Source: an optimization exercise on an open RTL-to-GDS flow (aim: small area, a short achievable clock period and few clock cycles). Production flows keep margins and buffers that such runs may drop.
Function was checked by simulation only, so behaviour that the tests miss may differ from the original.
Power and IR drop assume default switching activity.

**flow/constraint.sdc**
```tcl
create_clock -name core_clock -period 14.0 [get_ports {clk}]
set_input_delay 2.8000 -clock core_clock [delete_from_list [all_inputs] [get_ports {clk}]]
set_output_delay 2.8000 -clock core_clock [all_outputs]
set_load 0.01 [all_outputs]
```
**flow/design.v**
```verilog
package pcpi_mmul_pkg;
  localparam logic [6:0] OPC_CUSTOM0 = 7'b0001011;
  localparam logic [2:0] F3_WRITE = 3'b000;
  localparam logic [2:0] F3_READ  = 3'b010;
  localparam logic [2:0] F3_RUN   = 3'b111;
  localparam logic [2:0] F3_CLEAR = 3'b101;
  localparam logic [7:0] REG_A      = 8'h00;
  localparam logic [7:0] REG_B      = 8'h40;
  localparam logic [7:0] REG_BIAS   = 8'h80;
  localparam logic [7:0] REG_THRESH = 8'hC0;
  typedef enum logic [1:0] {
    S_IDLE,
    S_RESP,
    S_RUN,
    S_DONE
  } state_t;
endpackage
module pcpi_mmul_pe (
  input  logic [16:0] a,
  input  logic [7:0] one,
  input  logic [7:0] two,
  input  logic [7:0] neg,
  input  logic [32:0] x0,
  input  logic [32:0] x1,
  output logic [32:0] s,
  output logic [32:0] c
);
  wire neg0 = neg[0];
  wire one0 = one[0];
  wire two0 = two[0];
  wire [17:0] pp0 = ({18{one0}} & {a[16], a} | {18{two0}} & {a, 1'b0}) ^ {18{neg0}};
  wire neg1 = neg[1];
  wire one1 = one[1];
  wire two1 = two[1];
  wire [17:0] pp1 = ({18{one1}} & {a[16], a} | {18{two1}} & {a, 1'b0}) ^ {18{neg1}};
  wire neg2 = neg[2];
  wire one2 = one[2];
  wire two2 = two[2];
  wire [17:0] pp2 = ({18{one2}} & {a[16], a} | {18{two2}} & {a, 1'b0}) ^ {18{neg2}};
  wire neg3 = neg[3];
  wire one3 = one[3];
  wire two3 = two[3];
  wire [17:0] pp3 = ({18{one3}} & {a[16], a} | {18{two3}} & {a, 1'b0}) ^ {18{neg3}};
  wire neg4 = neg[4];
  wire one4 = one[4];
  wire two4 = two[4];
  wire [17:0] pp4 = ({18{one4}} & {a[16], a} | {18{two4}} & {a, 1'b0}) ^ {18{neg4}};
  wire neg5 = neg[5];
  wire one5 = one[5];
  wire two5 = two[5];
  wire [17:0] pp5 = ({18{one5}} & {a[16], a} | {18{two5}} & {a, 1'b0}) ^ {18{neg5}};
  wire neg6 = neg[6];
  wire one6 = one[6];
  wire two6 = two[6];
  wire [17:0] pp6 = ({18{one6}} & {a[16], a} | {18{two6}} & {a, 1'b0}) ^ {18{neg6}};
  wire neg7 = neg[7];
  wire one7 = one[7];
  wire two7 = two[7];
  wire [17:0] pp7 = ({18{one7}} & {a[16], a} | {18{two7}} & {a, 1'b0}) ^ {18{neg7}};
  wire s1;
  wire c2;
  assign s1 = pp0[12] ^ pp1[10];
  assign c2 = pp0[12] & pp1[10];
  wire s3;
  wire c4;
  assign s3 = pp0[13] ^ pp1[11];
  assign c4 = pp0[13] & pp1[11];
  wire s5;
  wire c6;
  assign s5 = pp0[14] ^ pp1[12] ^ pp2[10];
  assign c6 = (pp0[14] & pp1[12]) | (pp0[14] & pp2[10]) | (pp1[12] & pp2[10]);
  wire s7;
  wire c8;
  assign s7 = pp3[8] ^ pp4[6];
  assign c8 = pp3[8] & pp4[6];
  wire s9;
  wire c10;
  assign s9 = pp0[15] ^ pp1[13] ^ pp2[11];
  assign c10 = (pp0[15] & pp1[13]) | (pp0[15] & pp2[11]) | (pp1[13] & pp2[11]);
  wire s11;
  wire c12;
  assign s11 = pp3[9] ^ pp4[7];
  assign c12 = pp3[9] & pp4[7];
  wire s13;
  wire c14;
  assign s13 = pp0[16] ^ pp1[14] ^ pp2[12];
  assign c14 = (pp0[16] & pp1[14]) | (pp0[16] & pp2[12]) | (pp1[14] & pp2[12]);
  wire s15;
  wire c16;
  assign s15 = pp3[10] ^ pp4[8];
  assign c16 = pp3[10] & pp4[8];
  wire s17;
  wire c18;
  assign s17 = ~pp0[17] ^ pp1[15] ^ pp2[13];
  assign c18 = (~pp0[17] & pp1[15]) | (~pp0[17] & pp2[13]) | (pp1[15] & pp2[13]);
  wire s19;
  wire c20;
  assign s19 = pp3[11] ^ pp4[9] ^ pp5[7];
  assign c20 = (pp3[11] & pp4[9]) | (pp3[11] & pp5[7]) | (pp4[9] & pp5[7]);
  wire s21;
  wire c22;
  assign s21 = pp1[16] ^ pp2[14] ^ pp3[12];
  assign c22 = (pp1[16] & pp2[14]) | (pp1[16] & pp3[12]) | (pp2[14] & pp3[12]);
  wire s23;
  wire c24;
  assign s23 = pp4[10] ^ pp5[8];
  assign c24 = pp4[10] & pp5[8];
  wire s25;
  wire c26;
  assign s25 = ~pp1[17] ^ pp2[15] ^ pp3[13];
  assign c26 = (~pp1[17] & pp2[15]) | (~pp1[17] & pp3[13]) | (pp2[15] & pp3[13]);
  wire s27;
  wire c28;
  assign s27 = pp2[16] ^ pp3[14];
  assign c28 = pp2[16] & pp3[14];
  wire s29;
  wire c30;
  assign s29 = pp0[6] ^ pp1[4];
  assign c30 = pp0[6] & pp1[4];
  wire s31;
  wire c32;
  assign s31 = pp0[7] ^ pp1[5];
  assign c32 = pp0[7] & pp1[5];
  wire s33;
  wire c34;
  assign s33 = pp0[8] ^ pp1[6] ^ pp2[4];
  assign c34 = (pp0[8] & pp1[6]) | (pp0[8] & pp2[4]) | (pp1[6] & pp2[4]);
  wire s35;
  wire c36;
  assign s35 = pp3[2] ^ pp4[0];
  assign c36 = pp3[2] & pp4[0];
  wire s37;
  wire c38;
  assign s37 = pp0[9] ^ pp1[7] ^ pp2[5];
  assign c38 = (pp0[9] & pp1[7]) | (pp0[9] & pp2[5]) | (pp1[7] & pp2[5]);
  wire s39;
  wire c40;
  assign s39 = pp3[3] ^ pp4[1];
  assign c40 = pp3[3] & pp4[1];
  wire s41;
  wire c42;
  assign s41 = pp0[10] ^ pp1[8] ^ pp2[6];
  assign c42 = (pp0[10] & pp1[8]) | (pp0[10] & pp2[6]) | (pp1[8] & pp2[6]);
  wire s43;
  wire c44;
  assign s43 = pp3[4] ^ pp4[2] ^ pp5[0];
  assign c44 = (pp3[4] & pp4[2]) | (pp3[4] & pp5[0]) | (pp4[2] & pp5[0]);
  wire s45;
  wire c46;
  assign s45 = neg5 ^ x0[10];
  assign c46 = neg5 & x0[10];
  wire s47;
  wire c48;
  assign s47 = pp0[11] ^ pp1[9] ^ pp2[7];
  assign c48 = (pp0[11] & pp1[9]) | (pp0[11] & pp2[7]) | (pp1[9] & pp2[7]);
  wire s49;
  wire c50;
  assign s49 = pp3[5] ^ pp4[3] ^ pp5[1];
  assign c50 = (pp3[5] & pp4[3]) | (pp3[5] & pp5[1]) | (pp4[3] & pp5[1]);
  wire s51;
  wire c52;
  assign s51 = x0[11] ^ x1[11];
  assign c52 = x0[11] & x1[11];
  wire s53;
  wire c54;
  assign s53 = s1 ^ pp2[8] ^ pp3[6];
  assign c54 = (s1 & pp2[8]) | (s1 & pp3[6]) | (pp2[8] & pp3[6]);
  wire s55;
  wire c56;
  assign s55 = pp4[4] ^ pp5[2] ^ pp6[0];
  assign c56 = (pp4[4] & pp5[2]) | (pp4[4] & pp6[0]) | (pp5[2] & pp6[0]);
  wire s57;
  wire c58;
  assign s57 = neg6 ^ x0[12] ^ x1[12];
  assign c58 = (neg6 & x0[12]) | (neg6 & x1[12]) | (x0[12] & x1[12]);
  wire s59;
  wire c60;
  assign s59 = c2 ^ s3 ^ pp2[9];
  assign c60 = (c2 & s3) | (c2 & pp2[9]) | (s3 & pp2[9]);
  wire s61;
  wire c62;
  assign s61 = pp3[7] ^ pp4[5] ^ pp5[3];
  assign c62 = (pp3[7] & pp4[5]) | (pp3[7] & pp5[3]) | (pp4[5] & pp5[3]);
  wire s63;
  wire c64;
  assign s63 = pp6[1] ^ x0[13] ^ x1[13];
  assign c64 = (pp6[1] & x0[13]) | (pp6[1] & x1[13]) | (x0[13] & x1[13]);
  wire s65;
  wire c66;
  assign s65 = c4 ^ s5 ^ s7;
  assign c66 = (c4 & s5) | (c4 & s7) | (s5 & s7);
  wire s67;
  wire c68;
  assign s67 = pp5[4] ^ pp6[2] ^ pp7[0];
  assign c68 = (pp5[4] & pp6[2]) | (pp5[4] & pp7[0]) | (pp6[2] & pp7[0]);
  wire s69;
  wire c70;
  assign s69 = neg7 ^ x0[14] ^ x1[14];
  assign c70 = (neg7 & x0[14]) | (neg7 & x1[14]) | (x0[14] & x1[14]);
  wire s71;
  wire c72;
  assign s71 = c6 ^ c8 ^ s9;
  assign c72 = (c6 & c8) | (c6 & s9) | (c8 & s9);
  wire s73;
  wire c74;
  assign s73 = s11 ^ pp5[5] ^ pp6[3];
  assign c74 = (s11 & pp5[5]) | (s11 & pp6[3]) | (pp5[5] & pp6[3]);
  wire s75;
  wire c76;
  assign s75 = pp7[1] ^ x0[15] ^ x1[15];
  assign c76 = (pp7[1] & x0[15]) | (pp7[1] & x1[15]) | (x0[15] & x1[15]);
  wire s77;
  wire c78;
  assign s77 = c10 ^ c12 ^ s13;
  assign c78 = (c10 & c12) | (c10 & s13) | (c12 & s13);
  wire s79;
  wire c80;
  assign s79 = s15 ^ pp5[6] ^ pp6[4];
  assign c80 = (s15 & pp5[6]) | (s15 & pp6[4]) | (pp5[6] & pp6[4]);
  wire s81;
  wire c82;
  assign s81 = pp7[2] ^ x0[16] ^ x1[16];
  assign c82 = (pp7[2] & x0[16]) | (pp7[2] & x1[16]) | (x0[16] & x1[16]);
  wire s83;
  wire c84;
  assign s83 = c14 ^ c16 ^ s17;
  assign c84 = (c14 & c16) | (c14 & s17) | (c16 & s17);
  wire s85;
  wire c86;
  assign s85 = s19 ^ pp6[5] ^ pp7[3];
  assign c86 = (s19 & pp6[5]) | (s19 & pp7[3]) | (pp6[5] & pp7[3]);
  wire s87;
  wire c88;
  assign s87 = x0[17] ^ x1[17] ^ 1'b1;
  assign c88 = (x0[17] & x1[17]) | (x0[17] & 1'b1) | (x1[17] & 1'b1);
  wire s89;
  wire c90;
  assign s89 = c18 ^ c20 ^ s21;
  assign c90 = (c18 & c20) | (c18 & s21) | (c20 & s21);
  wire s91;
  wire c92;
  assign s91 = s23 ^ pp6[6] ^ pp7[4];
  assign c92 = (s23 & pp6[6]) | (s23 & pp7[4]) | (pp6[6] & pp7[4]);
  wire s93;
  wire c94;
  assign s93 = x0[18] ^ x1[18] ^ 1'b1;
  assign c94 = (x0[18] & x1[18]) | (x0[18] & 1'b1) | (x1[18] & 1'b1);
  wire s95;
  wire c96;
  assign s95 = c22 ^ c24 ^ s25;
  assign c96 = (c22 & c24) | (c22 & s25) | (c24 & s25);
  wire s97;
  wire c98;
  assign s97 = pp4[11] ^ pp5[9] ^ pp6[7];
  assign c98 = (pp4[11] & pp5[9]) | (pp4[11] & pp6[7]) | (pp5[9] & pp6[7]);
  wire s99;
  wire c100;
  assign s99 = pp7[5] ^ x0[19] ^ x1[19];
  assign c100 = (pp7[5] & x0[19]) | (pp7[5] & x1[19]) | (x0[19] & x1[19]);
  wire s101;
  wire c102;
  assign s101 = c26 ^ s27 ^ pp4[12];
  assign c102 = (c26 & s27) | (c26 & pp4[12]) | (s27 & pp4[12]);
  wire s103;
  wire c104;
  assign s103 = pp5[10] ^ pp6[8] ^ pp7[6];
  assign c104 = (pp5[10] & pp6[8]) | (pp5[10] & pp7[6]) | (pp6[8] & pp7[6]);
  wire s105;
  wire c106;
  assign s105 = x0[20] ^ x1[20] ^ 1'b1;
  assign c106 = (x0[20] & x1[20]) | (x0[20] & 1'b1) | (x1[20] & 1'b1);
  wire s107;
  wire c108;
  assign s107 = c28 ^ ~pp2[17] ^ pp3[15];
  assign c108 = (c28 & ~pp2[17]) | (c28 & pp3[15]) | (~pp2[17] & pp3[15]);
  wire s109;
  wire c110;
  assign s109 = pp4[13] ^ pp5[11] ^ pp6[9];
  assign c110 = (pp4[13] & pp5[11]) | (pp4[13] & pp6[9]) | (pp5[11] & pp6[9]);
  wire s111;
  wire c112;
  assign s111 = pp7[7] ^ x0[21] ^ x1[21];
  assign c112 = (pp7[7] & x0[21]) | (pp7[7] & x1[21]) | (x0[21] & x1[21]);
  wire s113;
  wire c114;
  assign s113 = pp3[16] ^ pp4[14] ^ pp5[12];
  assign c114 = (pp3[16] & pp4[14]) | (pp3[16] & pp5[12]) | (pp4[14] & pp5[12]);
  wire s115;
  wire c116;
  assign s115 = pp6[10] ^ pp7[8] ^ x0[22];
  assign c116 = (pp6[10] & pp7[8]) | (pp6[10] & x0[22]) | (pp7[8] & x0[22]);
  wire s117;
  wire c118;
  assign s117 = x1[22] ^ 1'b1;
  assign c118 = x1[22] & 1'b1;
  wire s119;
  wire c120;
  assign s119 = ~pp3[17] ^ pp4[15] ^ pp5[13];
  assign c120 = (~pp3[17] & pp4[15]) | (~pp3[17] & pp5[13]) | (pp4[15] & pp5[13]);
  wire s121;
  wire c122;
  assign s121 = pp6[11] ^ pp7[9] ^ x0[23];
  assign c122 = (pp6[11] & pp7[9]) | (pp6[11] & x0[23]) | (pp7[9] & x0[23]);
  wire s123;
  wire c124;
  assign s123 = pp4[16] ^ pp5[14] ^ pp6[12];
  assign c124 = (pp4[16] & pp5[14]) | (pp4[16] & pp6[12]) | (pp5[14] & pp6[12]);
  wire s125;
  wire c126;
  assign s125 = pp7[10] ^ x0[24];
  assign c126 = pp7[10] & x0[24];
  wire s127;
  wire c128;
  assign s127 = ~pp4[17] ^ pp5[15] ^ pp6[13];
  assign c128 = (~pp4[17] & pp5[15]) | (~pp4[17] & pp6[13]) | (pp5[15] & pp6[13]);
  wire s129;
  wire c130;
  assign s129 = pp5[16] ^ pp6[14];
  assign c130 = pp5[16] & pp6[14];
  wire s131;
  wire c132;
  assign s131 = pp0[2] ^ pp1[0];
  assign c132 = pp0[2] & pp1[0];
  wire s133;
  wire c134;
  assign s133 = pp0[3] ^ pp1[1];
  assign c134 = pp0[3] & pp1[1];
  wire s135;
  wire c136;
  assign s135 = pp0[4] ^ pp1[2] ^ pp2[0];
  assign c136 = (pp0[4] & pp1[2]) | (pp0[4] & pp2[0]) | (pp1[2] & pp2[0]);
  wire s137;
  wire c138;
  assign s137 = neg2 ^ x0[4];
  assign c138 = neg2 & x0[4];
  wire s139;
  wire c140;
  assign s139 = pp0[5] ^ pp1[3] ^ pp2[1];
  assign c140 = (pp0[5] & pp1[3]) | (pp0[5] & pp2[1]) | (pp1[3] & pp2[1]);
  wire s141;
  wire c142;
  assign s141 = x0[5] ^ x1[5];
  assign c142 = x0[5] & x1[5];
  wire s143;
  wire c144;
  assign s143 = s29 ^ pp2[2] ^ pp3[0];
  assign c144 = (s29 & pp2[2]) | (s29 & pp3[0]) | (pp2[2] & pp3[0]);
  wire s145;
  wire c146;
  assign s145 = neg3 ^ x0[6] ^ x1[6];
  assign c146 = (neg3 & x0[6]) | (neg3 & x1[6]) | (x0[6] & x1[6]);
  wire s147;
  wire c148;
  assign s147 = c30 ^ s31 ^ pp2[3];
  assign c148 = (c30 & s31) | (c30 & pp2[3]) | (s31 & pp2[3]);
  wire s149;
  wire c150;
  assign s149 = pp3[1] ^ x0[7] ^ x1[7];
  assign c150 = (pp3[1] & x0[7]) | (pp3[1] & x1[7]) | (x0[7] & x1[7]);
  wire s151;
  wire c152;
  assign s151 = c32 ^ s33 ^ s35;
  assign c152 = (c32 & s33) | (c32 & s35) | (s33 & s35);
  wire s153;
  wire c154;
  assign s153 = neg4 ^ x0[8] ^ x1[8];
  assign c154 = (neg4 & x0[8]) | (neg4 & x1[8]) | (x0[8] & x1[8]);
  wire s155;
  wire c156;
  assign s155 = c34 ^ c36 ^ s37;
  assign c156 = (c34 & c36) | (c34 & s37) | (c36 & s37);
  wire s157;
  wire c158;
  assign s157 = s39 ^ x0[9] ^ x1[9];
  assign c158 = (s39 & x0[9]) | (s39 & x1[9]) | (x0[9] & x1[9]);
  wire s159;
  wire c160;
  assign s159 = c38 ^ c40 ^ s41;
  assign c160 = (c38 & c40) | (c38 & s41) | (c40 & s41);
  wire s161;
  wire c162;
  assign s161 = s43 ^ s45 ^ x1[10];
  assign c162 = (s43 & s45) | (s43 & x1[10]) | (s45 & x1[10]);
  wire s163;
  wire c164;
  assign s163 = c42 ^ c44 ^ c46;
  assign c164 = (c42 & c44) | (c42 & c46) | (c44 & c46);
  wire s165;
  wire c166;
  assign s165 = s47 ^ s49 ^ s51;
  assign c166 = (s47 & s49) | (s47 & s51) | (s49 & s51);
  wire s167;
  wire c168;
  assign s167 = c48 ^ c50 ^ c52;
  assign c168 = (c48 & c50) | (c48 & c52) | (c50 & c52);
  wire s169;
  wire c170;
  assign s169 = s53 ^ s55 ^ s57;
  assign c170 = (s53 & s55) | (s53 & s57) | (s55 & s57);
  wire s171;
  wire c172;
  assign s171 = c54 ^ c56 ^ c58;
  assign c172 = (c54 & c56) | (c54 & c58) | (c56 & c58);
  wire s173;
  wire c174;
  assign s173 = s59 ^ s61 ^ s63;
  assign c174 = (s59 & s61) | (s59 & s63) | (s61 & s63);
  wire s175;
  wire c176;
  assign s175 = c60 ^ c62 ^ c64;
  assign c176 = (c60 & c62) | (c60 & c64) | (c62 & c64);
  wire s177;
  wire c178;
  assign s177 = s65 ^ s67 ^ s69;
  assign c178 = (s65 & s67) | (s65 & s69) | (s67 & s69);
  wire s179;
  wire c180;
  assign s179 = c66 ^ c68 ^ c70;
  assign c180 = (c66 & c68) | (c66 & c70) | (c68 & c70);
  wire s181;
  wire c182;
  assign s181 = s71 ^ s73 ^ s75;
  assign c182 = (s71 & s73) | (s71 & s75) | (s73 & s75);
  wire s183;
  wire c184;
  assign s183 = c72 ^ c74 ^ c76;
  assign c184 = (c72 & c74) | (c72 & c76) | (c74 & c76);
  wire s185;
  wire c186;
  assign s185 = s77 ^ s79 ^ s81;
  assign c186 = (s77 & s79) | (s77 & s81) | (s79 & s81);
  wire s187;
  wire c188;
  assign s187 = c78 ^ c80 ^ c82;
  assign c188 = (c78 & c80) | (c78 & c82) | (c80 & c82);
  wire s189;
  wire c190;
  assign s189 = s83 ^ s85 ^ s87;
  assign c190 = (s83 & s85) | (s83 & s87) | (s85 & s87);
  wire s191;
  wire c192;
  assign s191 = c84 ^ c86 ^ c88;
  assign c192 = (c84 & c86) | (c84 & c88) | (c86 & c88);
  wire s193;
  wire c194;
  assign s193 = s89 ^ s91 ^ s93;
  assign c194 = (s89 & s91) | (s89 & s93) | (s91 & s93);
  wire s195;
  wire c196;
  assign s195 = c90 ^ c92 ^ c94;
  assign c196 = (c90 & c92) | (c90 & c94) | (c92 & c94);
  wire s197;
  wire c198;
  assign s197 = s95 ^ s97 ^ s99;
  assign c198 = (s95 & s97) | (s95 & s99) | (s97 & s99);
  wire s199;
  wire c200;
  assign s199 = c96 ^ c98 ^ c100;
  assign c200 = (c96 & c98) | (c96 & c100) | (c98 & c100);
  wire s201;
  wire c202;
  assign s201 = s101 ^ s103 ^ s105;
  assign c202 = (s101 & s103) | (s101 & s105) | (s103 & s105);
  wire s203;
  wire c204;
  assign s203 = c102 ^ c104 ^ c106;
  assign c204 = (c102 & c104) | (c102 & c106) | (c104 & c106);
  wire s205;
  wire c206;
  assign s205 = s107 ^ s109 ^ s111;
  assign c206 = (s107 & s109) | (s107 & s111) | (s109 & s111);
  wire s207;
  wire c208;
  assign s207 = c108 ^ c110 ^ c112;
  assign c208 = (c108 & c110) | (c108 & c112) | (c110 & c112);
  wire s209;
  wire c210;
  assign s209 = s113 ^ s115 ^ s117;
  assign c210 = (s113 & s115) | (s113 & s117) | (s115 & s117);
  wire s211;
  wire c212;
  assign s211 = c114 ^ c116 ^ c118;
  assign c212 = (c114 & c116) | (c114 & c118) | (c116 & c118);
  wire s213;
  wire c214;
  assign s213 = s119 ^ s121 ^ x1[23];
  assign c214 = (s119 & s121) | (s119 & x1[23]) | (s121 & x1[23]);
  wire s215;
  wire c216;
  assign s215 = c120 ^ c122 ^ s123;
  assign c216 = (c120 & c122) | (c120 & s123) | (c122 & s123);
  wire s217;
  wire c218;
  assign s217 = s125 ^ x1[24] ^ 1'b1;
  assign c218 = (s125 & x1[24]) | (s125 & 1'b1) | (x1[24] & 1'b1);
  wire s219;
  wire c220;
  assign s219 = c124 ^ c126 ^ s127;
  assign c220 = (c124 & c126) | (c124 & s127) | (c126 & s127);
  wire s221;
  wire c222;
  assign s221 = pp7[11] ^ x0[25] ^ x1[25];
  assign c222 = (pp7[11] & x0[25]) | (pp7[11] & x1[25]) | (x0[25] & x1[25]);
  wire s223;
  wire c224;
  assign s223 = c128 ^ s129 ^ pp7[12];
  assign c224 = (c128 & s129) | (c128 & pp7[12]) | (s129 & pp7[12]);
  wire s225;
  wire c226;
  assign s225 = x0[26] ^ x1[26] ^ 1'b1;
  assign c226 = (x0[26] & x1[26]) | (x0[26] & 1'b1) | (x1[26] & 1'b1);
  wire s227;
  wire c228;
  assign s227 = c130 ^ ~pp5[17] ^ pp6[15];
  assign c228 = (c130 & ~pp5[17]) | (c130 & pp6[15]) | (~pp5[17] & pp6[15]);
  wire s229;
  wire c230;
  assign s229 = pp7[13] ^ x0[27] ^ x1[27];
  assign c230 = (pp7[13] & x0[27]) | (pp7[13] & x1[27]) | (x0[27] & x1[27]);
  wire s231;
  wire c232;
  assign s231 = pp6[16] ^ pp7[14] ^ x0[28];
  assign c232 = (pp6[16] & pp7[14]) | (pp6[16] & x0[28]) | (pp7[14] & x0[28]);
  wire s233;
  wire c234;
  assign s233 = x1[28] ^ 1'b1;
  assign c234 = x1[28] & 1'b1;
  wire s235;
  wire c236;
  assign s235 = ~pp6[17] ^ pp7[15] ^ x0[29];
  assign c236 = (~pp6[17] & pp7[15]) | (~pp6[17] & x0[29]) | (pp7[15] & x0[29]);
  wire s237;
  wire c238;
  assign s237 = pp7[16] ^ x0[30];
  assign c238 = pp7[16] & x0[30];
  wire s239;
  wire c240;
  assign s239 = pp0[0] ^ neg0;
  assign c240 = pp0[0] & neg0;
  wire s241;
  wire c242;
  assign s241 = pp0[1] ^ x0[1];
  assign c242 = pp0[1] & x0[1];
  wire s243;
  wire c244;
  assign s243 = s131 ^ neg1 ^ x0[2];
  assign c244 = (s131 & neg1) | (s131 & x0[2]) | (neg1 & x0[2]);
  wire s245;
  wire c246;
  assign s245 = c132 ^ s133 ^ x0[3];
  assign c246 = (c132 & s133) | (c132 & x0[3]) | (s133 & x0[3]);
  wire s247;
  wire c248;
  assign s247 = c134 ^ s135 ^ s137;
  assign c248 = (c134 & s135) | (c134 & s137) | (s135 & s137);
  wire s249;
  wire c250;
  assign s249 = c136 ^ c138 ^ s139;
  assign c250 = (c136 & c138) | (c136 & s139) | (c138 & s139);
  wire s251;
  wire c252;
  assign s251 = c140 ^ c142 ^ s143;
  assign c252 = (c140 & c142) | (c140 & s143) | (c142 & s143);
  wire s253;
  wire c254;
  assign s253 = c144 ^ c146 ^ s147;
  assign c254 = (c144 & c146) | (c144 & s147) | (c146 & s147);
  wire s255;
  wire c256;
  assign s255 = c148 ^ c150 ^ s151;
  assign c256 = (c148 & c150) | (c148 & s151) | (c150 & s151);
  wire s257;
  wire c258;
  assign s257 = c152 ^ c154 ^ s155;
  assign c258 = (c152 & c154) | (c152 & s155) | (c154 & s155);
  wire s259;
  wire c260;
  assign s259 = c156 ^ c158 ^ s159;
  assign c260 = (c156 & c158) | (c156 & s159) | (c158 & s159);
  wire s261;
  wire c262;
  assign s261 = c160 ^ c162 ^ s163;
  assign c262 = (c160 & c162) | (c160 & s163) | (c162 & s163);
  wire s263;
  wire c264;
  assign s263 = c164 ^ c166 ^ s167;
  assign c264 = (c164 & c166) | (c164 & s167) | (c166 & s167);
  wire s265;
  wire c266;
  assign s265 = c168 ^ c170 ^ s171;
  assign c266 = (c168 & c170) | (c168 & s171) | (c170 & s171);
  wire s267;
  wire c268;
  assign s267 = c172 ^ c174 ^ s175;
  assign c268 = (c172 & c174) | (c172 & s175) | (c174 & s175);
  wire s269;
  wire c270;
  assign s269 = c176 ^ c178 ^ s179;
  assign c270 = (c176 & c178) | (c176 & s179) | (c178 & s179);
  wire s271;
  wire c272;
  assign s271 = c180 ^ c182 ^ s183;
  assign c272 = (c180 & c182) | (c180 & s183) | (c182 & s183);
  wire s273;
  wire c274;
  assign s273 = c184 ^ c186 ^ s187;
  assign c274 = (c184 & c186) | (c184 & s187) | (c186 & s187);
  wire s275;
  wire c276;
  assign s275 = c188 ^ c190 ^ s191;
  assign c276 = (c188 & c190) | (c188 & s191) | (c190 & s191);
  wire s277;
  wire c278;
  assign s277 = c192 ^ c194 ^ s195;
  assign c278 = (c192 & c194) | (c192 & s195) | (c194 & s195);
  wire s279;
  wire c280;
  assign s279 = c196 ^ c198 ^ s199;
  assign c280 = (c196 & c198) | (c196 & s199) | (c198 & s199);
  wire s281;
  wire c282;
  assign s281 = c200 ^ c202 ^ s203;
  assign c282 = (c200 & c202) | (c200 & s203) | (c202 & s203);
  wire s283;
  wire c284;
  assign s283 = c204 ^ c206 ^ s207;
  assign c284 = (c204 & c206) | (c204 & s207) | (c206 & s207);
  wire s285;
  wire c286;
  assign s285 = c208 ^ c210 ^ s211;
  assign c286 = (c208 & c210) | (c208 & s211) | (c210 & s211);
  wire s287;
  wire c288;
  assign s287 = c212 ^ c214 ^ s215;
  assign c288 = (c212 & c214) | (c212 & s215) | (c214 & s215);
  wire s289;
  wire c290;
  assign s289 = c216 ^ c218 ^ s219;
  assign c290 = (c216 & c218) | (c216 & s219) | (c218 & s219);
  wire s291;
  wire c292;
  assign s291 = c220 ^ c222 ^ s223;
  assign c292 = (c220 & c222) | (c220 & s223) | (c222 & s223);
  wire s293;
  wire c294;
  assign s293 = c224 ^ c226 ^ s227;
  assign c294 = (c224 & c226) | (c224 & s227) | (c226 & s227);
  wire s295;
  wire c296;
  assign s295 = c228 ^ c230 ^ s231;
  assign c296 = (c228 & c230) | (c228 & s231) | (c230 & s231);
  wire s297;
  wire c298;
  assign s297 = c232 ^ c234 ^ s235;
  assign c298 = (c232 & c234) | (c232 & s235) | (c234 & s235);
  wire s299;
  wire c300;
  assign s299 = c236 ^ s237 ^ x1[30];
  assign c300 = (c236 & s237) | (c236 & x1[30]) | (s237 & x1[30]);
  wire s301;
  wire c302;
  assign s301 = c238 ^ ~pp7[17] ^ x0[31];
  assign c302 = (c238 & ~pp7[17]) | (c238 & x0[31]) | (~pp7[17] & x0[31]);
  wire s303;
  wire c304;
  assign s303 = x0[32] ^ x1[32];
  assign c304 = x0[32] & x1[32];
  wire s305;
  wire c306;
  assign s305 = s239 ^ x0[0];
  assign c306 = s239 & x0[0];
  wire s307;
  wire c308;
  assign s307 = c240 ^ s241 ^ x1[1];
  assign c308 = (c240 & s241) | (c240 & x1[1]) | (s241 & x1[1]);
  wire s309;
  wire c310;
  assign s309 = c242 ^ s243 ^ x1[2];
  assign c310 = (c242 & s243) | (c242 & x1[2]) | (s243 & x1[2]);
  wire s311;
  wire c312;
  assign s311 = c244 ^ s245 ^ x1[3];
  assign c312 = (c244 & s245) | (c244 & x1[3]) | (s245 & x1[3]);
  wire s313;
  wire c314;
  assign s313 = c246 ^ s247 ^ x1[4];
  assign c314 = (c246 & s247) | (c246 & x1[4]) | (s247 & x1[4]);
  wire s315;
  wire c316;
  assign s315 = c248 ^ s249 ^ s141;
  assign c316 = (c248 & s249) | (c248 & s141) | (s249 & s141);
  wire s317;
  wire c318;
  assign s317 = c250 ^ s251 ^ s145;
  assign c318 = (c250 & s251) | (c250 & s145) | (s251 & s145);
  wire s319;
  wire c320;
  assign s319 = c252 ^ s253 ^ s149;
  assign c320 = (c252 & s253) | (c252 & s149) | (s253 & s149);
  wire s321;
  wire c322;
  assign s321 = c254 ^ s255 ^ s153;
  assign c322 = (c254 & s255) | (c254 & s153) | (s255 & s153);
  wire s323;
  wire c324;
  assign s323 = c256 ^ s257 ^ s157;
  assign c324 = (c256 & s257) | (c256 & s157) | (s257 & s157);
  wire s325;
  wire c326;
  assign s325 = c258 ^ s259 ^ s161;
  assign c326 = (c258 & s259) | (c258 & s161) | (s259 & s161);
  wire s327;
  wire c328;
  assign s327 = c260 ^ s261 ^ s165;
  assign c328 = (c260 & s261) | (c260 & s165) | (s261 & s165);
  wire s329;
  wire c330;
  assign s329 = c262 ^ s263 ^ s169;
  assign c330 = (c262 & s263) | (c262 & s169) | (s263 & s169);
  wire s331;
  wire c332;
  assign s331 = c264 ^ s265 ^ s173;
  assign c332 = (c264 & s265) | (c264 & s173) | (s265 & s173);
  wire s333;
  wire c334;
  assign s333 = c266 ^ s267 ^ s177;
  assign c334 = (c266 & s267) | (c266 & s177) | (s267 & s177);
  wire s335;
  wire c336;
  assign s335 = c268 ^ s269 ^ s181;
  assign c336 = (c268 & s269) | (c268 & s181) | (s269 & s181);
  wire s337;
  wire c338;
  assign s337 = c270 ^ s271 ^ s185;
  assign c338 = (c270 & s271) | (c270 & s185) | (s271 & s185);
  wire s339;
  wire c340;
  assign s339 = c272 ^ s273 ^ s189;
  assign c340 = (c272 & s273) | (c272 & s189) | (s273 & s189);
  wire s341;
  wire c342;
  assign s341 = c274 ^ s275 ^ s193;
  assign c342 = (c274 & s275) | (c274 & s193) | (s275 & s193);
  wire s343;
  wire c344;
  assign s343 = c276 ^ s277 ^ s197;
  assign c344 = (c276 & s277) | (c276 & s197) | (s277 & s197);
  wire s345;
  wire c346;
  assign s345 = c278 ^ s279 ^ s201;
  assign c346 = (c278 & s279) | (c278 & s201) | (s279 & s201);
  wire s347;
  wire c348;
  assign s347 = c280 ^ s281 ^ s205;
  assign c348 = (c280 & s281) | (c280 & s205) | (s281 & s205);
  wire s349;
  wire c350;
  assign s349 = c282 ^ s283 ^ s209;
  assign c350 = (c282 & s283) | (c282 & s209) | (s283 & s209);
  wire s351;
  wire c352;
  assign s351 = c284 ^ s285 ^ s213;
  assign c352 = (c284 & s285) | (c284 & s213) | (s285 & s213);
  wire s353;
  wire c354;
  assign s353 = c286 ^ s287 ^ s217;
  assign c354 = (c286 & s287) | (c286 & s217) | (s287 & s217);
  wire s355;
  wire c356;
  assign s355 = c288 ^ s289 ^ s221;
  assign c356 = (c288 & s289) | (c288 & s221) | (s289 & s221);
  wire s357;
  wire c358;
  assign s357 = c290 ^ s291 ^ s225;
  assign c358 = (c290 & s291) | (c290 & s225) | (s291 & s225);
  wire s359;
  wire c360;
  assign s359 = c292 ^ s293 ^ s229;
  assign c360 = (c292 & s293) | (c292 & s229) | (s293 & s229);
  wire s361;
  wire c362;
  assign s361 = c294 ^ s295 ^ s233;
  assign c362 = (c294 & s295) | (c294 & s233) | (s295 & s233);
  wire s363;
  wire c364;
  assign s363 = c296 ^ s297 ^ x1[29];
  assign c364 = (c296 & s297) | (c296 & x1[29]) | (s297 & x1[29]);
  wire s365;
  wire c366;
  assign s365 = c298 ^ s299 ^ 1'b1;
  assign c366 = (c298 & s299) | (c298 & 1'b1) | (s299 & 1'b1);
  wire s367;
  wire c368;
  assign s367 = c300 ^ s301 ^ x1[31];
  assign c368 = (c300 & s301) | (c300 & x1[31]) | (s301 & x1[31]);
  wire s369;
  wire c370;
  assign s369 = c302 ^ s303 ^ 1'b1;
  assign c370 = (c302 & s303) | (c302 & 1'b1) | (s303 & 1'b1);
  assign s = {c368, c366, c364, c362, c360, c358, c356, c354, c352, c350, c348, c346, c344, c342, c340, c338, c336, c334, c332, c330, c328, c326, c324, c322, c320, c318, c316, c314, c312, c310, c308, c306, s305};
  assign c = {s369, s367, s365, s363, s361, s359, s357, s355, s353, s351, s349, s347, s345, s343, s341, s339, s337, s335, s333, s331, s329, s327, s325, s323, s321, s319, s317, s315, s313, s311, s309, s307, x1[0]};
endmodule
module pcpi_systolic_mmul #(
  parameter int N    = 3,
  parameter int DW   = 16,
  parameter int ACCW = 2*DW+$clog2(N)+1
) (
  input  logic        clk,
  input  logic        resetn,
  input  logic        pcpi_valid,
  input  logic [31:0] pcpi_insn,
  input  logic [31:0] pcpi_rs1,
  input  logic [31:0] pcpi_rs2,
  output logic        pcpi_wr,
  output logic [31:0] pcpi_rd,
  output logic        pcpi_wait,
  output logic        pcpi_ready
);
  localparam int NN = 9;
  localparam int PW = 33;
  logic [15:0]   a_m    [NN];
  logic [15:0]   b_m    [NN];
  logic [15:0]   thresh;
  logic [PW-1:0] cp     [NN];
  logic [PW-1:0] c_m    [NN];    
  logic [NN-1:0] c_ovf;          
  logic          c_zero;         
  function automatic logic [8:0] rot_row(input logic [8:0] x);
    rot_row = {x[7:6], x[8], x[4:3], x[5], x[1:0], x[2]};
  endfunction
  function automatic logic [8:0] rot_col(input logic [8:0] x);
    rot_col = {x[5:0], x[8:6]};
  endfunction
  logic [2:0] f3;
  logic       is_op, blocked;
  logic       f_write, f_read, f_run, f_clear, accept;
  assign f3      = pcpi_insn[14:12];
  assign is_op   = pcpi_valid && (pcpi_insn[6:0] == pcpi_mmul_pkg::OPC_CUSTOM0) && !blocked;
  assign f_write = is_op && (f3 == pcpi_mmul_pkg::F3_WRITE);
  assign f_read  = is_op && (f3 == pcpi_mmul_pkg::F3_READ);
  assign f_run   = is_op && (f3 == pcpi_mmul_pkg::F3_RUN);
  assign f_clear = is_op && (f3 == pcpi_mmul_pkg::F3_CLEAR);
  assign accept  = f_write || f_read || f_run || f_clear;
  logic [7:0] idx;
  logic [8:0] idx_oh;      
  logic       hi_zero, w_ok;
  assign idx     = pcpi_rs1[7:0];
  assign hi_zero = (pcpi_rs1[31:8] == '0);
  always_comb
    for (int k = 0; k < NN; k++) idx_oh[k] = (idx[3:0] == 4'(k));
  assign w_ok    = hi_zero && (((idx[7:6] != 2'b11) && (idx[5:4] == 2'b00) && (|idx_oh))
                               || (idx == pcpi_mmul_pkg::REG_THRESH));
  logic [PW-1:0] rd_raw;
  logic          rd_ovf;
  logic [31:0]   rd_val;
  always_comb begin
    rd_raw = '0;
    rd_ovf = 1'b0;
    for (int k = 0; k < NN; k++) begin
      rd_raw = rd_raw | (c_m[k] & {PW{idx_oh[k]}});
      rd_ovf = rd_ovf | (c_ovf[k] & idx_oh[k]);
    end
    rd_val = rd_ovf ? {rd_raw[32], {31{~rd_raw[32]}}} : rd_raw[31:0];
    if (idx[7:4] != 4'd0 || c_zero) rd_val = '0;
  end
  logic          rst_q;        
  logic          w_pend;       
  logic [1:0]    w_mat;        
  logic [8:0]    w_oh;         
  logic [2:0]    w_r, w_c;     
  logic [15:0]   w_data;       
  logic        s1_act;
  logic [8:0]  s1_tgt;
  logic [8:0] tgt0;
  always_comb
    tgt0 = (w_mat == 2'd0) ? {2'b00, w_r[2], 2'b00, w_r[1], 2'b00, w_r[0]} : {6'd0, w_c};
  logic       nx_isa;          
  logic       nx_bias;         
  logic [1:0] nx_cnt;          
  logic ld0, ld_ab, ld_bias, step, step_bias;
  assign ld0       = w_pend && (w_mat != 2'd3);
  assign ld_ab     = w_pend && !w_mat[1];
  assign ld_bias   = w_pend && (w_mat == 2'd2);
  assign step      = !ld0 && (nx_cnt != 2'd0);
  assign step_bias = step && nx_bias;
  logic [8:0]  sel_a, sel_b;
  logic [15:0] mux_a, mux_b, m_val, op_val;
  logic        m_from_b;
  logic [16:0] delta, mcand;
  always_comb begin
    m_from_b = ld_ab ? (w_mat == 2'd1) : (step && !nx_isa);
    mux_a = '0;
    mux_b = '0;
    for (int k = 0; k < NN; k++) begin
      mux_a = mux_a | ({16{sel_a[k]}} & a_m[k]);
      mux_b = mux_b | ({16{sel_b[k]}} & b_m[k]);
    end
    m_val  = m_from_b ? mux_b : mux_a;
    op_val = m_from_b ? mux_a : mux_b;
    delta  = {w_data[15], w_data} - {m_val[15], m_val};
    mcand  = (ld_bias || step_bias) ? {m_val[15], m_val} : delta;
  end
  logic [7:0] b_one, b_two, b_neg;
  always_comb begin
    for (int i = 0; i < 8; i++) begin
      logic [2:0] d;
      d = {op_val[2*i+1], op_val[2*i], (i == 0) ? 1'b0 : op_val[(i == 0) ? 0 : 2*i-1]};
      b_neg[i] = d[2] & ~(d[1] & d[0]);
      b_one[i] = d[1] ^ d[0];
      b_two[i] = (d == 3'b011) || (d == 3'b100);
    end
  end
  logic [16:0]   s1_delta;
  logic [7:0]    s1_one, s1_two, s1_neg;
  logic [1:0]    s1_xm;
  logic [8:0]    s2_tgt;       
  logic [PW-1:0] s2_s, s2_c, cp_sum;
  logic [PW-1:0] x0, x1, pp_s, pp_c;
  always_comb begin
    x0 = '0;
    for (int k = 0; k < NN; k++)
      x0 = x0 | (cp[k] & {PW{s1_tgt[k] && s1_xm == 2'd0}});
    x0 = x0 | ({{17{w_data[15]}}, w_data} & {PW{s1_xm == 2'd1}})
            | (s2_s & {PW{s1_xm == 2'd2}});
    x1 = s2_c & {PW{s1_xm == 2'd2}};
  end
  pcpi_mmul_pe u_mul (
    .a   (s1_delta),
    .one (s1_one),
    .two (s1_two),
    .neg (s1_neg),
    .x0  (x0),
    .x1  (x1),
    .s   (pp_s),
    .c   (pp_c)
  );
  assign cp_sum = s2_s + s2_c;
  function automatic logic ge16(input logic [15:0] x, input logic [15:0] y);
    logic [15:0] g, q;
    logic [7:0]  g1, q1;
    logic [3:0]  g2, q2;
    logic [1:0]  g3, q3;
    g = x & ~y;
    q = x | ~y;
    for (int i = 0; i < 8; i++) begin
      g1[i] = g[2*i+1] | (q[2*i+1] & g[2*i]);
      q1[i] = q[2*i+1] & q[2*i];
    end
    for (int i = 0; i < 4; i++) begin
      g2[i] = g1[2*i+1] | (q1[2*i+1] & g1[2*i]);
      q2[i] = q1[2*i+1] & q1[2*i];
    end
    for (int i = 0; i < 2; i++) begin
      g3[i] = g2[2*i+1] | (q2[2*i+1] & g2[2*i]);
      q3[i] = q2[2*i+1] & q2[2*i];
    end
    ge16 = g3[1] | (q3[1] & (g3[0] | q3[0]));
  endfunction
  function automatic logic ge_t(input logic [PW-1:0] v, input logic [15:0] t);
    if (v[32:15] == '0 || v[32:15] == '1)
      ge_t = ge16({~v[15], v[14:0]}, {~t[15], t[14:0]});
    else
      ge_t = ~v[32];
  endfunction
  logic [8:0] mask;
  always_comb
    for (int k = 0; k < NN; k++) mask[k] = ge_t(cp[k], thresh);
  logic run_pend, busy, answer;
  assign busy   = w_pend || s1_act || (nx_cnt != '0) || (s2_tgt != '0);
  assign answer = run_pend && !busy;
  always_ff @(posedge clk) begin
    pcpi_wr <= f3[1];
    pcpi_rd <= f3[0] ? {23'd0, mask} : rd_val;
    w_mat   <= idx[7:6];
    w_oh    <= idx_oh;
    w_r     <= {idx_oh[8] | idx_oh[7] | idx_oh[6], idx_oh[5] | idx_oh[4] | idx_oh[3], idx_oh[2] | idx_oh[1] | idx_oh[0]};
    w_c     <= {idx_oh[8] | idx_oh[5] | idx_oh[2], idx_oh[7] | idx_oh[4] | idx_oh[1], idx_oh[6] | idx_oh[3] | idx_oh[0]};
    if (!resetn || f_write) w_data <= resetn ? pcpi_rs2[15:0] : 16'd0;
    if (!resetn) begin
      rst_q      <= 1'b1;
      blocked    <= 1'b0;
      pcpi_ready <= 1'b0;
      pcpi_wait  <= 1'b0;
      run_pend   <= 1'b0;
      w_pend     <= 1'b0;
    end else begin
      rst_q      <= 1'b0;
      pcpi_ready <= f_write || f_read || f_clear || answer;
      if (!pcpi_valid) blocked <= 1'b0;
      if (accept) blocked <= 1'b1;
      w_pend <= f_write && w_ok;
      if (f_run) begin
        run_pend  <= 1'b1;
        pcpi_wait <= 1'b1;
      end
      if (answer) begin
        run_pend  <= 1'b0;
        pcpi_wait <= 1'b0;
      end
    end
  end
  always_ff @(posedge clk) begin
    if (!resetn || f_clear) c_zero <= 1'b1;
    else if (answer)        c_zero <= 1'b0;
    for (int k = 0; k < NN; k++)
      if (answer) begin
        c_m[k]   <= cp[k];
        c_ovf[k] <= cp[k][32] ^ cp[k][31];
      end
  end
  always_ff @(posedge clk) begin
    for (int k = 0; k < NN; k++) begin
      if (rst_q || (w_pend && w_mat == 2'd0 && w_oh[k])) a_m[k] <= w_data;
      if (rst_q || (w_pend && w_mat == 2'd1 && w_oh[k])) b_m[k] <= w_data;
    end
    if (rst_q || (w_pend && w_mat == 2'd3)) thresh <= w_data;
  end
  always_ff @(posedge clk) begin
    if (!resetn) begin
      s1_act <= 1'b0;
      nx_cnt <= '0;
    end else if (ld0) begin
      s1_act   <= 1'b1;
      s1_delta <= mcand;
      s1_tgt   <= ld_bias ? w_oh : tgt0;
      s1_xm    <= ld_bias ? 2'd1 : (s1_act && (s1_tgt & tgt0) != '0) ? 2'd2 : 2'd0;
      nx_cnt   <= 2'd2;
      nx_isa   <= (w_mat != 2'd1);
      nx_bias  <= ld_bias;
    end else if (step) begin
      s1_act <= 1'b1;
      if (nx_bias) s1_delta <= mcand;
      s1_tgt <= nx_bias ? s1_tgt : nx_isa ? rot_row(s1_tgt) : rot_col(s1_tgt);
      s1_xm  <= nx_bias ? 2'd2 : 2'd0;
      nx_cnt <= nx_cnt - 2'd1;
    end else begin
      s1_act <= 1'b0;
    end
    s1_one <= b_one;
    s1_two <= b_two;
    s1_neg <= b_neg;
  end
  logic [2:0] i_r, i_c;
  logic       rot_a, rot_b, bias_now;
  always_comb begin
    i_r = {idx_oh[8] | idx_oh[7] | idx_oh[6], idx_oh[5] | idx_oh[4] | idx_oh[3], idx_oh[2] | idx_oh[1] | idx_oh[0]};
    i_c = {idx_oh[8] | idx_oh[5] | idx_oh[2], idx_oh[7] | idx_oh[4] | idx_oh[1], idx_oh[6] | idx_oh[3] | idx_oh[0]};
    rot_a    = ld0 ? (w_mat != 2'd0) : (step && (!nx_isa || nx_bias));
    rot_b    = ld0 ? (w_mat != 2'd1) : (step && nx_isa);
    bias_now = ld0 ? ld_bias : nx_bias;
  end
  always_ff @(posedge clk) begin
    if (f_write) begin
      case (idx[7:6])
        2'd0: begin                                    
          sel_a <= idx_oh;
          sel_b <= {2'b00, i_c[2], 2'b00, i_c[1], 2'b00, i_c[0]};
        end
        2'd1: begin                                    
          sel_a <= {6'd0, i_r};
          sel_b <= idx_oh;
        end
        default: begin                                 
          sel_a <= {2'b00, i_r[2], 2'b00, i_r[1], 2'b00, i_r[0]};
          sel_b <= {6'd0, i_c};
        end
      endcase
    end else begin
      if (rot_a) sel_a <= bias_now ? rot_row(sel_a) : rot_col(sel_a);
      if (rot_b) sel_b <= bias_now ? rot_col(sel_b) : rot_row(sel_b);
    end
  end
  always_ff @(posedge clk) begin
    if (!resetn) begin
      s2_tgt <= '0;
      s2_s   <= '0;
      s2_c   <= '0;
    end else begin
      s2_tgt <= s1_act ? s1_tgt : 9'd0;
      s2_s   <= pp_s;
      s2_c   <= pp_c;
    end
    for (int k = 0; k < NN; k++)
      if (rst_q || s2_tgt[k]) cp[k] <= cp_sum;
  end
endmodule
```
**flow/standard.sh**
```bash
#!/bin/bash
# synth_recipe.tcl (not shown) runs the flow's synth.tcl, then flattens the netlist and writes it again
# the make line also repeats each setting of config.mk as NAME=value (left out here)
make -C /OpenROAD-flow-scripts/flow DESIGN_CONFIG=/design/flow/config.mk WORK_HOME=/design/flow/orfs CLKGATE_MAP_FILE= SYNTH_SCRIPT=/design/flow/synth_recipe.tcl "${@:-finish}"
```
**flow/flow/run.sh**
```bash
#!/bin/bash
set -euo pipefail
export SETUP_SLACK_MARGIN=9.8
export BUFFER_PORTS_ARGS="-buffer_cell sky130_fd_sc_hd__buf_4"
bash standard.sh > standard.log 2>&1
```
**flow/config.mk**
```make
export PLATFORM = sky130hd
export DESIGN_NAME = pcpi_systolic_mmul
export DESIGN_NICKNAME = pcpi_systolic_mmul
export VERILOG_FILES = /design/flow/design.v
export SDC_FILE = /design/flow/constraint.sdc
export NUM_CORES = 4
export LEC_CHECK = 0
export CAP_MARGIN = 20
export CORE_MARGIN = 2
export CORE_UTILIZATION = 40
export CTS_BUF_LIST = sky130_fd_sc_hd__clkbuf_16
export CTS_CLUSTER_DIAMETER = 60
export CTS_CLUSTER_SIZE = 20
export SLEW_MARGIN = 20
```
==> results of run 1 <==
-- synth_stat cells (all sizes together), types with 9 or more instances --
master / instances
a31o: 31
maj3: 58
clkbuf: 214
ha: 110
a22o: 88
o22ai: 28
nand2: 161
a31oi: 25
a21oi: 109
nand3: 77
edfxtp: 971
fa: 154
o21ai: 70
o31ai: 9
mux2: 18
and2: 104
mux2i: 49
nor4b: 13
or2: 10
nor2: 90
a221oi: 139
a21boi: 9
nor4: 36
a222oi: 69
dfxtp: 158
inv: 276
nand4: 37
nor2b: 27
xnor2: 151
a211oi: 16
a21o: 43
a22oi: 281
nor3: 40
o21a: 14
and3: 31
buf: 50
xor2: 35
nand2b: 44
-- kinds of logic (layout without fill, tap and decap cells) --
kind of cell / after synthesis / in the layout / synth area share [%]
AOI/OAI and AO/OA: 1005 / 1005 / 14.42
xor gates and xnor gates: 186 / 186 / 3.065
adders and majority gates: 322 / 322 / 9.516
buffers and inverters: 544 / 675 / 3.882
DFF: 1129 / 1129 / 60.82
muxes: 67 / 67 / 1.304
other: 0 / 1 / 0
and+or+nand+nor: 702 / 706 / 6.995
-- metrics by stage --
step           instance area (um^2)  util [%]  setup WS (ns)  power [mW]
2_1_floorplan                 53900         -          8.212       9.784
3_3_place_gp                  56120     42.64          8.276       11.74
3_5_place_dp                  56120     42.64          8.222       11.91
4_1_cts                       59740     45.39          9.791       14.62
5_1_grt                       60420     45.90          9.773       15.84
6_report                      60430     45.91          9.812       14.71
-- state kept, by name (all words and copies together) (netlist names), 9 cells and up --
| name | flops |
|---|---|
| c_m | 297 |
| cp | 297 |
| a_m | 144 |
| b_m | 144 |
| s2_c | 33 |
| s2_s | 33 |
| pcpi_rd | 32 |
| s1_delta | 17 |
| thresh | 16 |
| w_data | 16 |
| c_ovf | 9 |
| s1_tgt | 9 |
| s2_tgt | 9 |
| sel_a | 9 |
| sel_b | 9 |
| w_oh | 9 |
-- per-layer routing --
metal | part of all wire (%) | up-vias
li1 | - | 15280
met3 | 11 | 415
met5 | 0.013 | -
met4 | 4.2 | 4
met2 | 45 | 2149
met1 | 40 | 18130
-- timing repair --
item | 4_1_cts | 5_1_grt
endpoints found under the hold margin | 0 | 0
endpoints found under the setup margin | 203 | 196
gates cloned | 3 | 11
buffers inserted | 27 | 26
pin swaps | 2 | 11
resized for setup | 69 | 61
-- worst paths after layout --
| check | from | endpoint | cells past startpoint |
|---|---|---|---|
| worst min register to register | cp[0][2]$_DFFE_PP_ | c_m[0][2]$_DFFE_PP_ | 0 |
| worst max-delay path | pcpi_rs1[1] | pcpi_rd[4]$_DFF_P_ | 9 |
| worst max register to register | s1_xm[1]$_DFFE_PP_ | s2_c[17]$_SDFF_PN0_ | 13 |
| worst min-delay path | cp[0][2]$_DFFE_PP_ | c_m[0][2]$_DFFE_PP_ | 0 |
-- area by class of cell --
class | instances | share of cell area, %
Sequential cell | 1129 | 53.51
Inverter | 280 | 1.754
Multi-Input combinational cell | 2286 | 32.34
Tap cell | 1755 | 3.634
Clock buffer | 93 | 3.851
Timing Repair Buffer | 232 | 3.642
Clock inverter | 70 | 1.267
Antenna cell | 1 | 0.004141
-- report_power, final --
| group | switching, mW | internal [mW] | leakage, nW |
|---|---|---|---|
| combinational | 3.60 | 2.58 | 9.65 |
| clock | 1.35 | 1.33 | 1.54 |
| sequential | 0.989 | 4.87 | 10.6 |
-- worst max-delay path: cells and delay by family --
kind | cells | cell delay (ns)
buf+inv | 2 | 0.58
compound gates | 3 | 0.53
simple gates | 4 | 0.90
==> notes.md, run 1 <==
----------------------------------------------------
[GRT]
  M2 GR Usage ... 38.80%
  Largest net degree at the start of global routing ... 86
  Most heavily used metal layer in global routing ... met2
  Initial antenna violation count ... 6
  Global-route wire length before repair ... 244700 um
  Via count of the first global-routing pass ... 34690
  Overflow after GRT ... 0
  Fraction of met3 tracks used by global routing ... 5.149%
  Total global-route track usage ... 24.66%
  Met1 Usage GRT ... 33.49%

[Cells and area]
  Share of final-layout standard cells stronger than drive strength 1 ... 13.64%
  Fillers ... 11590
  Post-layout nets ... 4380
  Commonest cells after routing, fill and taps aside ... sky130_fd_sc_hd__edfxtp_1 (971), sky130_fd_sc_hd__a22oi_1 (280), sky130_fd_sc_hd__inv_1 (279)
  Area growth from synthesis to layout ... 13.70%
  Leading cell type in the layout, fill and taps excluded ... sky130_fd_sc_hd__edfxtp_1
  Area of the multi-input gates ... 0.01954 mm^2
  Final cell count without fillers ... 5846
  Storage cell area ... 0.03233 mm^2

[Timing]
  Total count of hold-check failures in the final report ... 0
  Setup repair after global routing missed its margin ... yes
  Headroom to the max-slew limit ... 8.554%
  Max-slew violation total from the final report ... 0
  Actual transition at the worst max-transition pin ... 1.362 ns
  FMAX ... 238.8 MHz
  Final clock period utilization by the worst path ... 29.92%
  Final hold slack ... 0.4824 ns
  Minimum clock period ... 4.188 ns
  Final-layout setup total negative slack ... 0 ns
  Layout Skew ... 0.04857 ns
  Number of failing setup endpoints in the final timing report ... 0

[Synth]
  Combined area of all synthesized cells ... 0.05315 mm^2
  Cell taking the most area after synthesis ... sky130_fd_sc_hd__edfxtp_1
  Number of distinct library cells after synthesis ... 80
  Part of the Yosys area used for sequential elements ... 60.82%
  Share of flip-flops with an asynchronous set or reset after synthesis ... 0%
  Cells after synthesis ... 3955
  Area fraction of the dominant cell type after synthesis ... 54.86%
  Ys Warns ... 5
  Number of flops mapped to enable cells by yosys ... 971
  Main area contributors after synthesis ... sky130_fd_sc_hd__edfxtp_1 (55%), sky130_fd_sc_hd__dfxtp_1 (6.0%), sky130_fd_sc_hd__fa_1 (5.8%), sky130_fd_sc_hd__a22oi_1 (4.0%), sky130_fd_sc_hd__ha_1 (2.6%)
  Post-synthesis register bit count ... 1129
  Post-synthesis average cell area ... 13.44 um^2
  Syn_nets ... 4318
  Synth Flop Type ... sky130_fd_sc_hd__edfxtp_1

[Floorplanning]
  Site Rows ... 133
  Area of the die ... 0.1358 mm^2
  Effective utilization at floorplan ... 40.38%
  Core region area ... 0.1316 mm^2
  I/O pin count ... 134
  Die height ... 368.5 um
  Chip Width ... 368.5 um

[Setup path]
  Cell with the largest stage delay on the worst path ... sky130_fd_sc_hd__nor3_4
  Cell Chain, Critical Path ... buf_4, nand2_2, nor3_4, clkbuf_16, a222oi_1, and3_4, nand3_2, a21oi_1, a311o_1
  Critical path data arrival time ... 4.81 ns
  Critical Setup Path Class ... in -> reg
  Setup slack on the worst flop-to-flop path ... 9.87 ns
  Crit path max fanout ... 19
  Sort of element at the start of the critical path ... input pin
  Critical Path RT ... 14.62 ns
  Delay of the slowest critical-path stage ... 0.33 ns
  Endpoint class of the critical path ... flop

[Placed design]
  Global placement routability congestion ... 0.9677
  Placed insts ... 5615
  Port Buffer Count ... 95
  HPWL after DPL ... 109100 um

[Status]
  Status ... complete, no violations

[Clock tree]
  CTS buffer count ... 88
  Clock buffer depth ... 3
  Sinks on Clock Net ... 1129
  Root buffer cell ... sky130_fd_sc_hd__clkbuf_16
  TritonCTS clock tree ... yes
  Number of hold buffers added after cts ... 0
  Clock H-tree levels ... 3
  Later-pin clock latency in the skew report ... 0.74 ns
  Clock transition at path regs ... 0.08 ns

[Route]
  Wirelength per Cell ... 29.75 um
  Final WL ... 173900 um
  DRT iter0 DRCs ... 5270
  Antenna-violating nets left ... 0
  DR vias ... 35980
  1st-pass router iterations ... 9
  Via density ... 6.154
  Post-route DRC violation count ... 0

[Worst hold path]
  Type of the most critical hold path ... reg -> reg

[Pwr]
  Leakage component of the power ... 21.81 nW
  Max rail drop VDD ... 0.1441 mV
  Power density normalized to cell area ... 243.4 mW/mm^2

[Run]
  Number of maximum-capacitance violations ... 0

----------------------------------------------------
Testbench counts, summed over its fixed seeds: cycles 19,035.
==> run 2: changes to the inputs <==
==> flow/flow/run.sh (replaced) <==
#!/bin/bash
set -euo pipefail
export SETUP_SLACK_MARGIN=9.65
export BUFFER_PORTS_ARGS="-buffer_cell sky130_fd_sc_hd__buf_4"
bash standard.sh > standard.log 2>&1
==> run 2 against run 1 <==
  * Clock-buffer cell count fell by 2
  * Critical path depth grew 6
  * Clock skew increased by 0.020 ns
==> notes.md, run 2 <==
----------------------------------------------------
[Floorplanning]
  I/O pin count ... 134 (unchanged)
  Area of the die ... 0.1358 mm^2 (unchanged)
  Core region area ... 0.1316 mm^2 (unchanged)
  Site Rows ... 133 (unchanged)
  Chip Width ... 368.5 um (unchanged)
  Die height ... 368.5 um (unchanged)
  Effective utilization at floorplan ... 40.38% (unchanged)

[Timing]
  Layout Skew ... 0.06903 ns (+0.02047 ns)
  Setup repair after global routing missed its margin ... yes
  Total count of hold-check failures in the final report ... 0 (unchanged)
  Final hold slack ... 0.4736 ns (-0.008831 ns)
  Headroom to the max-slew limit ... 22.73% (+14 points)
  Final clock period utilization by the worst path ... 30.83% (+0.91 points)
  FMAX ... 231.7 MHz (-3.0%)
  Max-slew violation total from the final report ... 0 (unchanged)
  Actual transition at the worst max-transition pin ... 1.151 ns (-0.2111 ns)
  Minimum clock period ... 4.316 ns (+0.1275 ns)
  Number of failing setup endpoints in the final timing report ... 0 (unchanged)
  Final-layout setup total negative slack ... 0 ns (unchanged)
  Final Worst Setup Slack ... 9.684 ns (-0.1275 ns)

[Clock tree]
  TritonCTS clock tree ... yes
  Clock H-tree levels ... 3 (unchanged)
  CTS buffer count ... 89 (+1.1%)
  Clock transition at path regs ... 0.08 ns (about the same)
  Later-pin clock latency in the skew report ... 0.74 ns (about the same)
  Root buffer cell ... sky130_fd_sc_hd__clkbuf_16
  Clock buffer depth ... 3 (unchanged)
  Sinks on Clock Net ... 1129 (unchanged)
  Number of hold buffers added after cts ... 0 (unchanged)

[Route]
  DRT iter0 DRCs ... 5457 (+3.5%)
  Post-route DRC violation count ... 0 (unchanged)
  DR vias ... 35690 (-0.79%)
  Antenna-violating nets left ... 0 (unchanged)
  Via density ... 6.144 (-0.15%)
  Final WL ... 171100 um (-1.6%)
  Wirelength per Cell ... 29.45 um (-1.0%)
  1st-pass router iterations ... 8 (-1)

[Pwr]
  NetSw ... 5.955 mW (+0.40%)
  Part of the power in the clock network ... 18.5% (+0.3 points)
  Power density normalized to cell area ... 246.9 mW/mm^2 (+1.4%)
  Relative contribution of combinational cells to total power ... 41.7% (-0.3 points)
  Leakage component of the power ... 21.50 nW (-1.4%)
  Part of the total power dissipated in sequential elements ... 39.8% (about the same)
  Max rail drop VDD ... 0.1608 mV (+12%)
  Power Internal ... 8.784 mW (about the same)
  Net switching fraction of the power ... 40.40% (+0.073 points)

[Cells and area]
  Commonest cells after routing, fill and taps aside ... sky130_fd_sc_hd__edfxtp_1 (971), sky130_fd_sc_hd__a22oi_1 (280), sky130_fd_sc_hd__inv_1 (277)
  Fillers ... 11590 (unchanged)
  Area of all placed cells without fillers ... 0.05970 mm^2 (-1.2%)
  Number of diodes ... 0 (-1)
  Area growth from synthesis to layout ... 12.34%
  Post-layout nets ... 4343 (-0.84%)
  Leading cell type in the layout, fill and taps excluded ... sky130_fd_sc_hd__edfxtp_1
  Share of final-layout standard cells stronger than drive strength 1 ... 12.19% (-1.5 points)
  Top flop regs ... c_m: 297 flops, cp: 297 flops
  Final cell count without fillers ... 5809 (-0.63%)

[Placed design]
  Post-Place Cell Area ... 0.05583 mm^2 (-0.52%)
  Port Buffer Count ... 95 (unchanged)
  Placed insts ... 5612 (-0.053%)
  Global placement routability congestion ... 0.9843 (+1.7%)
  Post-Place Worst Slack ... 8.019 ns (-0.2033 ns)
  HPWL after DPL ... 109900 um (+0.73%)

[Synth]
  Main area contributors after synthesis ... sky130_fd_sc_hd__edfxtp_1 (55%), sky130_fd_sc_hd__dfxtp_1 (6.0%), sky130_fd_sc_hd__fa_1 (5.8%), sky130_fd_sc_hd__a22oi_1 (4.0%), sky130_fd_sc_hd__ha_1 (2.6%)
  Ys Warns ... 5 (unchanged)
  Area fraction of the dominant cell type after synthesis ... 54.86% (unchanged)
  Part of the Yosys area used for sequential elements ... 60.82% (unchanged)
  Dominant cell by count in the synthesized netlist ... sky130_fd_sc_hd__edfxtp_1
  Cell taking the most area after synthesis ... sky130_fd_sc_hd__edfxtp_1
  Number of distinct library cells after synthesis ... 80 (unchanged)
  Post-synthesis register bit count ... 1129 (unchanged)
  Synth Flop Type ... sky130_fd_sc_hd__edfxtp_1
  Syn_nets ... 4318 (unchanged)
  Commonest cells in the synthesized netlist ... sky130_fd_sc_hd__edfxtp_1 (971), sky130_fd_sc_hd__a22oi_1 (281), sky130_fd_sc_hd__inv_1 (273)
  Cells after synthesis ... 3955 (unchanged)
  Combined area of all synthesized cells ... 0.05315 mm^2 (unchanged)
  Number of flops mapped to enable cells by yosys ... 971 (unchanged)
  Post-synthesis average cell area ... 13.44 um^2 (unchanged)
  Share of flip-flops with an asynchronous set or reset after synthesis ... 0% (unchanged)

[GRT]
  Via count of the first global-routing pass ... 34350 (-0.98%)
  Global-route wire length before repair ... 245300 um (+0.22%)
  Overflow after GRT ... 0 (unchanged)
  Largest net degree at the start of global routing ... 91 (+5.8%)
  Total global-route track usage ... 24.80% (+0.14 points)
  Initial antenna violation count ... 3 (-3)

[Status]
  Status ... complete, no violations

[Worst hold path]
  Type of the most critical hold path ... reg -> reg
  Hold path cells ... 2 (+2)

[Setup path]
  Critical Path RT ... 14.46 ns (-0.16 ns)
  Critical Setup Path Class ... reg -> reg
  Reg2Reg Depth ... 15 (+2)
  Critical path data arrival time ... 4.78 ns (-0.03 ns)
  Endpoint class of the critical path ... flop
  Crit path max fanout ... 18 (-1)
  Sort of element at the start of the critical path ... flop

[Run]
  Number of maximum-capacitance violations ... 0 (unchanged)

----------------------------------------------------
-- run 2: cell counts after synthesis --
Identical to the previous run, type by type.
-- run 2: timing repair --
| action | 4_1_cts | 5_1_grt |
|---|---|---|
| setup buffers | 14 | 13 |
| gates cloned | 2 | 3 |
| resized for setup | 46 | 55 |
| setup endpoints to repair | 93 | 155 |
| pin swaps | 1 | 6 |
-- run 2: layout make-up --
| class | count | area (um^2) | area share (%) |
|---|---|---|---|
| flip-flops and latches | 1129 | 32320 | 54.14 |
| multi-input cells | 2284 | 19200 | 32.16 |
| clock buffers | 91 | 2277 | 3.814 |
| well taps | 1755 | 2196 | 3.678 |
| repair buffers | 196 | 1750 | 2.932 |
| inverters | 280 | 1062 | 1.779 |
| clock inverters | 74 | 890.9 | 1.492 |
-- run 2: through the flow --
stage	util, %	power, mW
6_report	45.36	14.74
5_1_grt	45.36	15.87
4_1_cts	45.08	14.67
3_5_place_dp	42.42	11.93
3_3_place_gp	42.42	11.75
2_1_floorplan	-	9.770
-- run 2: logic make-up after synthesis --
| group | Yosys count | synth area share, % |
|---|---|---|
| buffers and inverters | 544 | 3.882 |
| AND/OR/NAND/NOR | 702 | 6.995 |
| flip-flops | 1129 | 60.82 |
| AO/OA/AOI/OAI | 1005 | 14.42 |
| multiplexers | 67 | 1.304 |
| XOR/XNOR | 186 | 3.065 |
| adder cells (fa/ha/maj) | 322 | 9.516 |
-- run 2: power groups by stage --
stage               registers [mW]  logic, mW  clock network [mW]
finish                        5.87       6.14                2.73
global route                  5.92       7.07                2.88
CTS                           5.83       6.07                2.76
detailed placement            5.93       6.00                   0
global placement              5.91       5.83                   0
floorplan                     5.31       4.46                   0
-- run 2: per-layer routing --
metal	global-route usage [%]	vias to the layer above	routed length, um
met5	0	-	0
met4	9.827	0	7613
met3	4.925	389	18040
met2	38.65	2102	77610
met1	34.07	17990	67800
li1	-	15210	-
-- run 2: worst paths after layout --
| check | startpoint | end | slack (ns) |
|---|---|---|---|
| worst max register to register | sel_a[1]$_DFFE_PP_ | s1_delta[16]$_DFFE_PP_ | 9.68 |
| worst min-delay path | blocked$_SDFFE_PN0P_ | blocked$_SDFFE_PN0P_ | 0.47 |
| worst min register to register | blocked$_SDFFE_PN0P_ | blocked$_SDFFE_PN0P_ | 0.47 |
| worst max-delay path | sel_a[1]$_DFFE_PP_ | s1_delta[16]$_DFFE_PP_ | 9.68 |
-- run 2: worst max-delay path, stage by stage, from the launching register on --
cell	delay [ns]
sky130_fd_sc_hd__edfxtp_1	0.37
sky130_fd_sc_hd__buf_4	0.23
sky130_fd_sc_hd__a222oi_1	0.45
sky130_fd_sc_hd__nand3_1	0.19
sky130_fd_sc_hd__a221oi_2	0.31
sky130_fd_sc_hd__mux2i_1	0.16
sky130_fd_sc_hd__ha_1	0.25
sky130_fd_sc_hd__fa_1	0.44
sky130_fd_sc_hd__nor2b_1	0.23
sky130_fd_sc_hd__o21ai_0	0.19
sky130_fd_sc_hd__a21boi_2	0.28
sky130_fd_sc_hd__o21ai_1	0.16
sky130_fd_sc_hd__a31oi_1	0.35
sky130_fd_sc_hd__nand4_1	0.15
sky130_fd_sc_hd__a31oi_1	0.17
sky130_fd_sc_hd__o21ai_0	0.10

## static timing again, ports no longer ideal
How much do the figures lean on ideal ports? The routed layouts below were timed once more, with nothing changed but the port constraints. Step 1 (the two cells are an assumption about what drives the block):
set clk [get_ports {clk}]
set_driving_cell -lib_cell sky130_fd_sc_hd__clkbuf_16 $clk
set_driving_cell -lib_cell sky130_fd_sc_hd__buf_2 [delete_from_list [all_inputs] $clk]
Step 2 moves the port delays by t, midway between the first and last clock arrival at a register: inputs arrive t later, outputs are due t later. That takes back most of the time a late clock gives input paths. Three values: no drivers, after step 1, after step 2; two values: the first two.
| run | shift t [ns] | setup slack, ns | worst setup path after step 2 | worst register clock-pin slew, ns |
|---|---|---|---|---|
| run 1 | 0.789 | 9.812 / 9.818 / 9.072 | input to register | 0.09 / 0.09 |
| run 2 | 0.778 | 9.684 / 9.684 / 8.983 | input to register | 0.09 / 0.09 |
After both steps setup and hold are still met in every run listed. The setup slack of run 1, which loses most, moves by +0.006 ns with the drivers and by -0.740 ns with both steps.
